From an optimization exercise on the open Yosys and OpenROAD flow, aimed at small area, a short achievable clock period and few clock cycles per item; shortcuts taken in it are not production practice.
Only simulation tests tie the RTL to the original design; equivalence was not proved.
Power and IR drop assume default switching activity.

## flow/design.v (module list and top-level ports; edited modules follow where they fit)
// module iir_round_sat: 29 lines
// module iir_biquad_mc: 2538 lines
module iir_biquad_mc #(
  parameter int DATA_W = 16,
  parameter int COEF_W = 18,
  parameter int FRAC_W = 16,
  parameter int NUM_CH = 4,
  localparam int CH_W  = (NUM_CH > 1) ? $clog2(NUM_CH) : 1,
  localparam int ACC_W = DATA_W + COEF_W + 3
) (
  input  logic              clk_i,
  input  logic              reset_ni,
  input  logic              in_valid_i,
  output logic              in_ready_o,
  input  logic [CH_W-1:0]   in_ch_i,
  input  logic [DATA_W-1:0] in_data_i,
  input  logic              bypass_i,
  input  logic              state_clr_i,
  input  logic              coef_we_i,
  input  logic [2:0]        coef_sel_i,
  input  logic [COEF_W-1:0] coef_data_i,
  output logic              out_valid_o,
  output logic [CH_W-1:0]   out_ch_o,
  output logic [DATA_W-1:0] out_data_o,
  output logic              out_sat_o
);
  // ...
==> flow/flow/run.sh <==
#!/bin/bash
# Layout flow: the standard layout (standard.sh) with these changes:
#  - after the standard synthesis (unchanged), flow/polarity.py removes inverters between
#    full adders by choosing each full adder's polarity (registers and ports untouched);
#  - timing repair aims for setup slack of at least MARGIN ns at the design's clock period,
#    so the resizer sizes and buffers the pipeline for a short achieved period;
#  - port buffers use a plain buffer cell instead of the default delay-buffer choice;
#  - clock tree: sink clusters of at most 25 flip-flops within 90 um, no dummy loads.
# Logs: flow_synth.log, flow_polarity.log, flow_make.log here, and each step's under orfs/logs.
set -euo pipefail
MARGIN=10.15
R=orfs/results/sky130hd/iir_biquad_mc/base
bash standard.sh synth > flow_synth.log 2>&1
python3 flow/polarity.py "$R/1_2_yosys.v" > flow_polarity.log 2>&1
bash standard.sh "SETUP_SLACK_MARGIN=$MARGIN" \
  "BUFFER_PORTS_ARGS=-buffer_cell sky130_fd_sc_hd__buf_4" \
  "CTS_ARGS=-sink_clustering_enable -repair_clock_nets -sink_clustering_size 25 -sink_clustering_max_diameter 90 -dont_use_dummy_load" \
  finish > flow_make.log 2>&1
==> flow/flow/polarity.py <==
#!/usr/bin/env python3
"""Remove inverters between full adders in a flat gate-level netlist (Yosys write_verilog).

A full adder is self-dual: complementing its three inputs complements both outputs. An
XOR2/XNOR2 gate absorbs an inverted input by swapping to the other of the two. The
synthesised carry-save trees leave many inverters between such cells because each full adder
was extracted in an arbitrary polarity. This script chooses a polarity for every full adder
and an output polarity for every XOR/XNOR gate (local search) so that as few signals as
possible are needed in complemented form, then rewires the netlist with one inverter per
signal that is still needed complemented. Registers, ports and all other cells are unchanged;
the logic function of every register input and output port is the same.

usage: polarity.py NETLIST.v   (rewritten in place; the original is kept as NETLIST.v.orig)
"""
import re
import sys
import shutil
import random

path = sys.argv[1]
text = open(path).read()

m = re.search(r"^module\s+(\S+)\s*\((.*?)\);\n", text, re.M | re.S)
body_start = m.end()
end = text.rindex("endmodule")
head = text[:body_start]
body = text[body_start:end]

# split body into statements: declarations and instances
inst_re = re.compile(r"^  (sky130_fd_sc_hd__\w+)\s+(\S+)\s*\((.*?)\);\n", re.M | re.S)
pin_re = re.compile(r"\.(\w+)\(((?:[^()]|\\\S+\s)*?)\)")
decls = []
insts = []        # [type, name, [(pin, net)]]
pos = 0
for im in inst_re.finditer(body):
    decls.append(body[pos:im.start()])
    pins = [(p, n.strip()) for p, n in pin_re.findall(im.group(3))]
    insts.append([im.group(1), im.group(2), pins])
    pos = im.end()
decls.append(body[pos:])
decl_text = "".join(decls)
if re.search(r"^\s*assign\b", decl_text, re.M):
    sys.exit("polarity.py: netlist has assign statements; left unchanged")

outputs = set()
for om in re.finditer(r"^\s*output\s+(\[(\d+):(\d+)\]\s+)?(\S+);", decl_text, re.M):
    if om.group(1):
        hi, lo = int(om.group(2)), int(om.group(3))
        for k in range(min(hi, lo), max(hi, lo) + 1):
            outputs.add(f"{om.group(4)}[{k}]")
    else:
        outputs.add(om.group(4))

OUT_PINS = {"X", "Y", "Q", "Q_N", "SUM", "COUT", "HI", "LO"}
def is_inv(t):
    return re.fullmatch(r"sky130_fd_sc_hd__(inv|clkinv)_\d+", t) is not None
def is_fa(t):
    return re.fullmatch(r"sky130_fd_sc_hd__fa_\d+", t) is not None
def xor_kind(t):
    mm = re.fullmatch(r"sky130_fd_sc_hd__(xor2|xnor2)_(\d+)", t)
    return (mm.group(1) == "xnor2", mm.group(2)) if mm else None

driver = {}
for idx, (t, name, pins) in enumerate(insts):
    for p, n in pins:
        if p in OUT_PINS:
            driver[n] = (idx, p)

# inverters that drive a port stay; all others are collapsed
collapsible = set()
for idx, (t, name, pins) in enumerate(insts):
    if is_inv(t):
        y = dict(pins)["Y"]
        if y not in outputs:
            collapsible.add(idx)

def root_of(n):
    par = 0
    seen = 0
    while n in driver and driver[n][0] in collapsible:
        idx = driver[n][0]
        n = dict(insts[idx][2])["A"]
        par ^= 1
        seen += 1
        if seen > 1000:
            raise SystemExit("inverter loop")
    return n, par

# variables: full adders (flip) and XOR gates (output phase)
var_of_root = {}        # root net -> variable index (its phase)
var_cell = []           # variable -> instance index
for idx, (t, name, pins) in enumerate(insts):
    if is_fa(t) or xor_kind(t):
        v = len(var_cell)
        var_cell.append(idx)
        for p, n in pins:
            if p in OUT_PINS:
                var_of_root[n] = v
fa_var = {var_cell[v]: v for v in range(len(var_cell)) if is_fa(insts[var_cell[v]][0])}

# sinks: (root, parity, kind, var) ; kind 0 fixed, 1 fa input (var = fa variable)
sinks = []
for idx, (t, name, pins) in enumerate(insts):
    if idx in collapsible:
        continue
    if xor_kind(t):
        continue                       # XOR inputs absorb any parity
    for p, n in pins:
        if p in OUT_PINS:
            continue
        r, par = root_of(n)
        if is_fa(t):
            sinks.append((r, par, 1, fa_var[idx]))
        else:
            sinks.append((r, par, 0, -1))
fixed_vars = set()
for n in outputs:
    if n in var_of_root:
        fixed_vars.add(var_of_root[n])

nv = len(var_cell)
phase = [0] * nv
root_sinks = {}
for s in sinks:
    root_sinks.setdefault(s[0], []).append(s)
var_roots = [[] for _ in range(nv)]
for r, v in var_of_root.items():
    if r in root_sinks:
        var_roots[v].append(r)
var_sink_roots = [set() for _ in range(nv)]
for s in sinks:
    if s[2] == 1:
        var_sink_roots[s[3]].add(s[0])

def root_cost(r):
    ph = phase[var_of_root[r]] if r in var_of_root else 0
    for (rr, par, kind, v) in root_sinks[r]:
        need = ph ^ par ^ (phase[v] if kind == 1 else 0)
        if need:
            return 1
    return 0

def total():
    return sum(root_cost(r) for r in root_sinks)

before = total()
import math
rng = random.Random(1)
order = [v for v in range(nv) if v not in fixed_vars]
aff_of = [set(var_roots[v]) | var_sink_roots[v] for v in range(nv)]
cur = before
best = cur
best_phase = list(phase)
SWEEPS = 300
for sweep in range(SWEEPS):
    temp = 0.6 * (1 - sweep / SWEEPS) + 0.01
    rng.shuffle(order)
    for v in order:
        aff = aff_of[v]
        c0 = sum(root_cost(r) for r in aff)
        phase[v] ^= 1
        c1 = sum(root_cost(r) for r in aff)
        dlt = c1 - c0
        if dlt <= 0 or rng.random() < math.exp(-dlt / temp):
            cur += dlt
            if cur < best:
                best = cur
                best_phase = list(phase)
        else:
            phase[v] ^= 1
phase = best_phase
after = total()

# ------------------------------------------------------------------ rewrite
inv_net = {}
new_decl = []
new_insts = []
def ref(r, need):
    if not need:
        return r
    if r not in inv_net:
        k = len(inv_net)
        inv_net[r] = f"_polinv{k}_"
        new_decl.append(f"  wire _polinv{k}_;\n")
        new_insts.append(["sky130_fd_sc_hd__inv_1", f"_polinv_cell{k}_", [("A", r), ("Y", f"_polinv{k}_")]])
    return inv_net[r]

def ph_of(r):
    return phase[var_of_root[r]] if r in var_of_root else 0

for idx, inst in enumerate(insts):
    t, name, pins = inst
    if idx in collapsible:
        continue
    xk = xor_kind(t)
    if xk:
        is_xnor, size = xk
        d = 0
        newpins = []
        for p, n in pins:
            if p in OUT_PINS:
                continue
            r, par = root_of(n)
            d ^= ph_of(r) ^ par
            newpins.append((p, r))
        v = var_of_root[dict(pins)["X" if not is_xnor else "Y"]]
        tn = int(is_xnor) ^ phase[v] ^ d
        outnet = dict(pins)["X" if not is_xnor else "Y"]
        inst[0] = f"sky130_fd_sc_hd__{'xnor2' if tn else 'xor2'}_{size}"
        newpins.append(("Y" if tn else "X", outnet))
        inst[2] = newpins
        continue
    f = phase[fa_var[idx]] if is_fa(t) else 0
    newpins = []
    for p, n in pins:
        if p in OUT_PINS:
            newpins.append((p, n))
            continue
        r, par = root_of(n)
        newpins.append((p, ref(r, ph_of(r) ^ par ^ f)))
    inst[2] = newpins

def fmt(inst):
    t, name, pins = inst
    ps = ",\n".join(f"    .{p}({n}{' ' if n.startswith(chr(92)) else ''})" for p, n in pins)
    return f"  {t} {name} (\n{ps}\n  );\n"

out = [head, decls[0]]
out.extend(new_decl)
for idx, inst in enumerate(insts):
    if idx not in collapsible:
        out.append(fmt(inst))
    out.append(decls[idx + 1])
for inst in new_insts:
    out.append(fmt(inst))
out.append(text[end:])
shutil.copyfile(path, path + ".orig")
open(path, "w").write("".join(out))
print(f"polarity.py: {len(collapsible)} inverters collapsed, signals needing a complement "
      f"{before} -> {after}, {len(inv_net)} inverters written")
==> flow/standard.sh <==
#!/bin/bash
# synth_recipe.tcl (not shown) runs the flow's synth.tcl, then flattens the netlist and writes it again
# the make line also repeats each setting of config.mk as NAME=value (left out here)
make -C /OpenROAD-flow-scripts/flow DESIGN_CONFIG=/design/flow/config.mk WORK_HOME=/design/flow/orfs CLKGATE_MAP_FILE= SYNTH_SCRIPT=/design/flow/synth_recipe.tcl "${@:-finish}"
==> flow/config.mk <==
export PLATFORM = sky130hd
export DESIGN_NAME = iir_biquad_mc
export DESIGN_NICKNAME = iir_biquad_mc
export VERILOG_FILES = /design/flow/design.v
export SDC_FILE = /design/flow/constraint.sdc
export NUM_CORES = 4
export LEC_CHECK = 0
export ABC_AREA = 1
export CAP_MARGIN = 20
export CORE_MARGIN = 2
export CORE_UTILIZATION = 60
export CTS_CLUSTER_DIAMETER = 90
export CTS_CLUSTER_SIZE = 25
export SLEW_MARGIN = 20
==> flow/constraint.sdc <==
create_clock -name core_clock -period 14.0 [get_ports {clk_i}]
set_input_delay 2.8000 -clock core_clock [delete_from_list [all_inputs] [get_ports {clk_i}]]
set_output_delay 2.8000 -clock core_clock [all_outputs]
set_load 0.01 [all_outputs]
==> flow_metrics.env, run 1 <==
export IMPL_cts_sinks=797
export IMPL_gp_congestion=1.08
export IMPL_slowest_stage="dfrtp_1"
export IMPL_dominant_cells="multi-input gates"
export IMPL_worst_r2r_cell_count=7
export IMPL_grt_pass1_wl_um=275000
export IMPL_p_sw_frac=0.440
export IMPL_multi_input_area_um2=32000
export IMPL_final_common_cell="fa_1"
export IMPL_r2r_start="coefn_q[1][7]"
export IMPL_synth_nets=5763
export IMPL_avgSynthCellArea_um2=11.0
export IMPL_crit_type="reg2out"
export IMPL_cts_tree="done"
export IMPL_tns_ns=0
export IMPL_period_minus_slack_ns=4.00
export IMPL_buf_share=0.0292
export IMPL_multi_input_area_share=0.560
export IMPL_path_depth=1
export IMPL_inv_count=334
export IMPL_final_cell_mix="734 x fa_1, 686 x o22ai_1, 482 x nand2_1, 448 x xor2_1, 334 x xnor2_1"
export IMPL_outcome="complete, no violations"
export IMPL_dp_cells=5773
export IMPL_drv_slew=0
export IMPL_cts_resized=82
export IMPL_wl_met2_um=79600
export IMPL_top_layer="met5"
export IMPL_wl_met3_um=30100
export IMPL_vias=39200
export IMPL_setup_ws_ns=10.00
export IMPL_antenna_found_initial=4
Testbench counts, summed over its fixed seeds: cycles 2,088, items 2,048.
==> inputs of run 2 (changes only) <==
--- a/flow/design.v
+++ b/flow/design.v
@@ -70,17 +70,17 @@
   logic        busy_q;                        
   logic        v0_q, v1_q, v2_q, v3_q;        
   logic [1:0]  ch0_q, ch1_q, ch2_q, ch3_q;
   logic [15:0] x0_q;
   logic        byp0_q;
   logic [7:0]  dg1n_q [5];                    
   logic [7:0]  dg2n_q [5];                    
   logic [7:0]  dgn_q [5];                     
-  logic [17:0] cf0n_q;                        
+  logic        byp1_q;                        
   logic [184:0] cs1_q;
   logic [37:0] cs2_q;
   logic        out_valid_q;
   logic [1:0]  out_ch_q;
   logic [15:0] out_data_q;
   logic        out_sat_q;
   logic        cw_v_q;
   logic [2:0]  cw_sel_q;
@@ -159,18 +159,17 @@
     for (int p = 0; p < 5; p++) begin
       for (int i = 0; i < 8; i++) begin
         dg1n_q[p][i] <= ~opa[p][2*i] ^ ((i == 0) ? 1'b0 : opa[p][(i == 0) ? 0 : 2*i-1]);
         dg2n_q[p][i] <= ~((opa[p][2*i+1] ^ opa[p][2*i]) &
                         ~(opa[p][2*i] ^ ((i == 0) ? 1'b0 : opa[p][(i == 0) ? 0 : 2*i-1])));
         dgn_q[p][i] <= opa[p][2*i+1] ^ (p >= 3);
       end
     end
-    cf0n_q <= byp0_q ? ~18'h10000 :
-              ((cw_v_q && cw_sel_q == 3'd0) ? ~cw_data_q : coefn_q[0]);
+    byp1_q <= byp0_q;
   end
   always_ff @(posedge clk_i) begin
     for (int c = 0; c < 4; c++) begin
       if (adv0 && ch0_q == 2'(c)) begin
         hx1_q[c] <= x0_q;
         hx2_q[c] <= hx1_q[c];
       end
       if (v3_q && ch3_q == 2'(c)) begin
@@ -199,17 +198,17 @@
         if (v3_q && ch3_q == 2'(c)) begin
           nzy1_q[c] <= 1'b1;
           nzy2_q[c] <= nzy1_q[c];
         end
       end
     end
   end
   logic [17:0] cfb_0, cfb_1, cfb_2, cfb_3, cfb_4;
-  assign cfb_0 = ~cf0n_q;
+  assign cfb_0 = byp1_q ? 18'h10000 : ~coefn_q[0];
   assign cfb_1 = ~coefn_q[1];
   assign cfb_2 = ~coefn_q[2];
   assign cfb_3 = ~coefn_q[3];
   assign cfb_4 = ~coefn_q[4];
   logic [7:0] dg1_0, dg1_1, dg1_2, dg1_3, dg1_4, dg2_0, dg2_1, dg2_2, dg2_3, dg2_4;
   assign dg1_0 = ~dg1n_q[0];
   assign dg1_1 = ~dg1n_q[1];
   assign dg1_2 = ~dg1n_q[2];
==> run 2 against run 1 <==
Sequential share of layout area down 0.076 points; power down 3.3%; clock-buffer cell count down 1; synthesized area down 1.8%; synthesized cell count down 2.9%; core utilization about the same; cell count down 2.7%; sequential power down 3%; via count down 1.9%; critical path depth unchanged; fmax up 0.88%; combinational power down 4.1%; largest cell class unchanged; largest power group unchanged.
==> flow_metrics.env, run 2 <==
export IMPL_outcome="complete, no violations"
export IMPL_final_common_cell="fa_1"
export IMPL_crit_start="out_valid_q"
export IMPL_clk_pin_slew_ns=0.10
export IMPL_start_kind="register"
export IMPL_rsz0062_at_grt="true"
export IMPL_netlist_instances=4778
export IMPL_largest_register="cs1_q"
export IMPL_antennaDiodeCount=0
export IMPL_dp_cells=5625
export IMPL_top_usage_layer="met2"
export IMPL_dieArea_um2=91300
export IMPL_cts_made_buffers=43
export IMPL_p_leak_nw=21.7
export IMPL_drt_wl_total_um=189000
export IMPL_avgSynthCellArea_um2=11.2
export IMPL_critical_path_top_delay_family="flip-flops"
export IMPL_cp_required_ns=11.20
export IMPL_start_util=0.605
export IMPL_drt_iter0_drc=5556
export IMPL_slew_headroom=0.224
export IMPL_r2r_start="dg2n_q[0][0]"
export IMPL_io_pins=66
export IMPL_viasPerCell=6.70
export IMPL_row_count=109
export IMPL_hold_buffers=0
export IMPL_seqPwrFrac=0.372
export IMPL_grtUsageTotal=0.417
export IMPL_grtUsageMet1=0.575
export IMPL_grt_use_met3=0.197
export IMPL_power_density_nw_per_um2=176
export IMPL_antenna_found_initial=5
export IMPL_path_cells="buf_6"
export IMPL_p_sw_frac=0.434
export IMPL_hold_path_class="reg2reg"
export IMPL_irDropWorstVdd_mv=0.443
export IMPL_synth_nets=5620
export IMPL_power_frac_clock=0.130
export IMPL_port_buffers=65
export IMPL_drc=0
export IMPL_arrival_ns=1.16
export IMPL_min_path_cells=0
export IMPL_period_minus_slack_ns=3.96
export IMPL_crit_type="reg2out"
export IMPL_max_stage_delay_ns=0.38
export IMPL_clock_path_buffers=3
export IMPL_cp_max_fo=1
export IMPL_tightest_slew_ns=1.16
export IMPL_tns_ns=0
export IMPL_final_cell_mix="734 x fa_1, 693 x o22ai_1, 440 x xor2_1, 408 x nand2_1, 370 x xnor2_1"
export IMPL_grt_max_degree=82
export IMPL_finClkSkew_ns=0.0855
export IMPL_fin_nets=5416
export IMPL_dp_hpwl_um=142000
export IMPL_core_um2=88200
export IMPL_worst_r2r_cell_count=7
export IMPL_stdcell_count=5737
export IMPL_cts_tree="done"
export IMPL_max_freq_mhz=252
export IMPL_min_from="cs1_q[184]"
export IMPL_grt_pass1_vias=37400
export IMPL_cts_sinks=780
export IMPL_syn_area_um2=53300
export IMPL_end_kind="primary output"
export IMPL_power_mw=9.89
export IMPL_drive_above_1_share=0.104
export IMPL_vias=38400
export IMPL_area_delta_synth_final_pct=5.00
export IMPL_grt_use_met2=0.580
export IMPL_yosysWarnings=10
export IMPL_drv_slew=0
export IMPL_largest_registers="cs1_q (185), coefn_q (90)"
export IMPL_combPwrFrac=0.498
export IMPL_htreeDepth=2
export IMPL_grt_pass1_wl_um=270000
export IMPL_overflow=0
export IMPL_chipWidth_um=302
export IMPL_path_depth=1
export IMPL_die_h_um=302
export IMPL_cap_violations=0
export IMPL_setup_viol=0
export IMPL_ant_nets=0
export IMPL_largest_reg_flops=185
export IMPL_cts_root_buffer="clkbuf_16"
export IMPL_p_int_mw=5.59
export IMPL_first_pass_iters=8
export IMPL_insertion_delay_ns=0.66
export IMPL_crit_buf_inv=1
export IMPL_final_hold_viol_count=0
export IMPL_switchingPower_mw=4.29
export IMPL_gp_congestion=1.06
export IMPL_wire_per_inst_um=33.0
export IMPL_slowest_stage="dfrtp_1"
export IMPL_post_route_period_util=0.283
[run 2: cell types whose count changed in the layout (fill, tap and decap cells not counted), moves of 16 or more]
cell	change
nand3_1	-20
o21ai_0	+32
xnor2_1	+36
inv_1	-48
a21oi_1	-16
nand2_1	-74
dfxtp_2	-22
[run 2: routing by layer]
| layer | part of all wire | vias up |
|---|---|---|
| li1 | - | 15600 |
| met1 | 0.39 | 19300 |
| met2 | 0.41 | 2974 |
| met3 | 0.16 | 572 |
| met4 | 0.039 | 18 |
| met5 | 0.0027 | - |
[run 2: stage by stage]
step | hold slack (ns) | setup WS (ns) | area (um2) | utilization
after global routing | 0.354 | 10.01 | 56000 | 0.635
final | 0.347 | 10.04 | 56000 | 0.635
after global placement | 0.343 | 9.68 | 54000 | 0.612
after CTS | 0.347 | 10.01 | 55600 | 0.630
after detailed placement | 0.325 | 9.68 | 54000 | 0.612
after floorplan | 0.310 | 10.31 | 53300 | -
[run 2: repair_timing]
item,4_1_cts,5_1_grt
setup buffers,40,26
setup endpoints to repair,189,109
hold endpoints to repair,0,0
pin swaps,0,1
resized for setup,73,60
[run 2: power by group through the flow]
stage          clock network, mW  logic (mW)  registers [mW]
3_5_place_dp                   0        4.81            3.67
5_1_grt                     1.36        5.49            3.69
6_report                    1.28        4.92            3.68
3_3_place_gp                   0        4.71            3.66
4_1_cts                     1.30        4.87            3.63
2_1_floorplan                  0        3.32            3.21
[run 2: cell type report]
type,count,area (um2)
Clock buffer,43,1080
Fill cell,7127,32200
Multi-Input combinational cell,3282,31700
Tap cell,1165,1460
Timing Repair Buffer,183,1540
Inverter,284,1150
Sequential cell,780,19100
[run 2: final timing paths]
check / slack [ns] / endpoint
worst max-delay path: 10.04 / out_valid_o
worst min-delay path: 0.35 / cs2_q[37]
worst max register to register: 10.12 / cs1_q[15]
worst min register to register: 0.35 / cs2_q[37]
max in group asynchronous: 10.49 / coefn_q[0][16]
min in group asynchronous: 2.08 / out_valid_q
Testbench counts of run 2, summed over its fixed seeds: cycles 2,088, items 2,048.

==> re-timing with driven ports <==
The flow's constraints put no driver on any port. The routed layouts listed below were extracted and timed again, unchanged, in two steps. Step 1 assumes that a clkbuf_16 drives the clock port and a buf_2 every other input. Step 2 moves the port delays by t, midway between the first and last clock arrival at a register: inputs arrive t later, outputs are due t later. That takes back most of the time a late clock gives input paths. a / b / c = ideal / step 1 / step 2; a / b = the first two.
run | t (ns) | slack for setup (ns) | latest minus earliest clock arrival (ns) | cell pins on the clock port's net
run 1 | 0.702 | 10.002 / 9.929 / 9.750 | 0.096 / 0.096 | 1
run 2 | 0.686 | 10.037 / 9.968 / 9.852 | 0.087 / 0.087 | 1
After both steps setup and hold are still met in every run listed. For run 1, which loses most, drivers alone change the setup slack by -0.073 ns; drivers and shift together by -0.252 ns. Setup slack includes reset recovery checks.
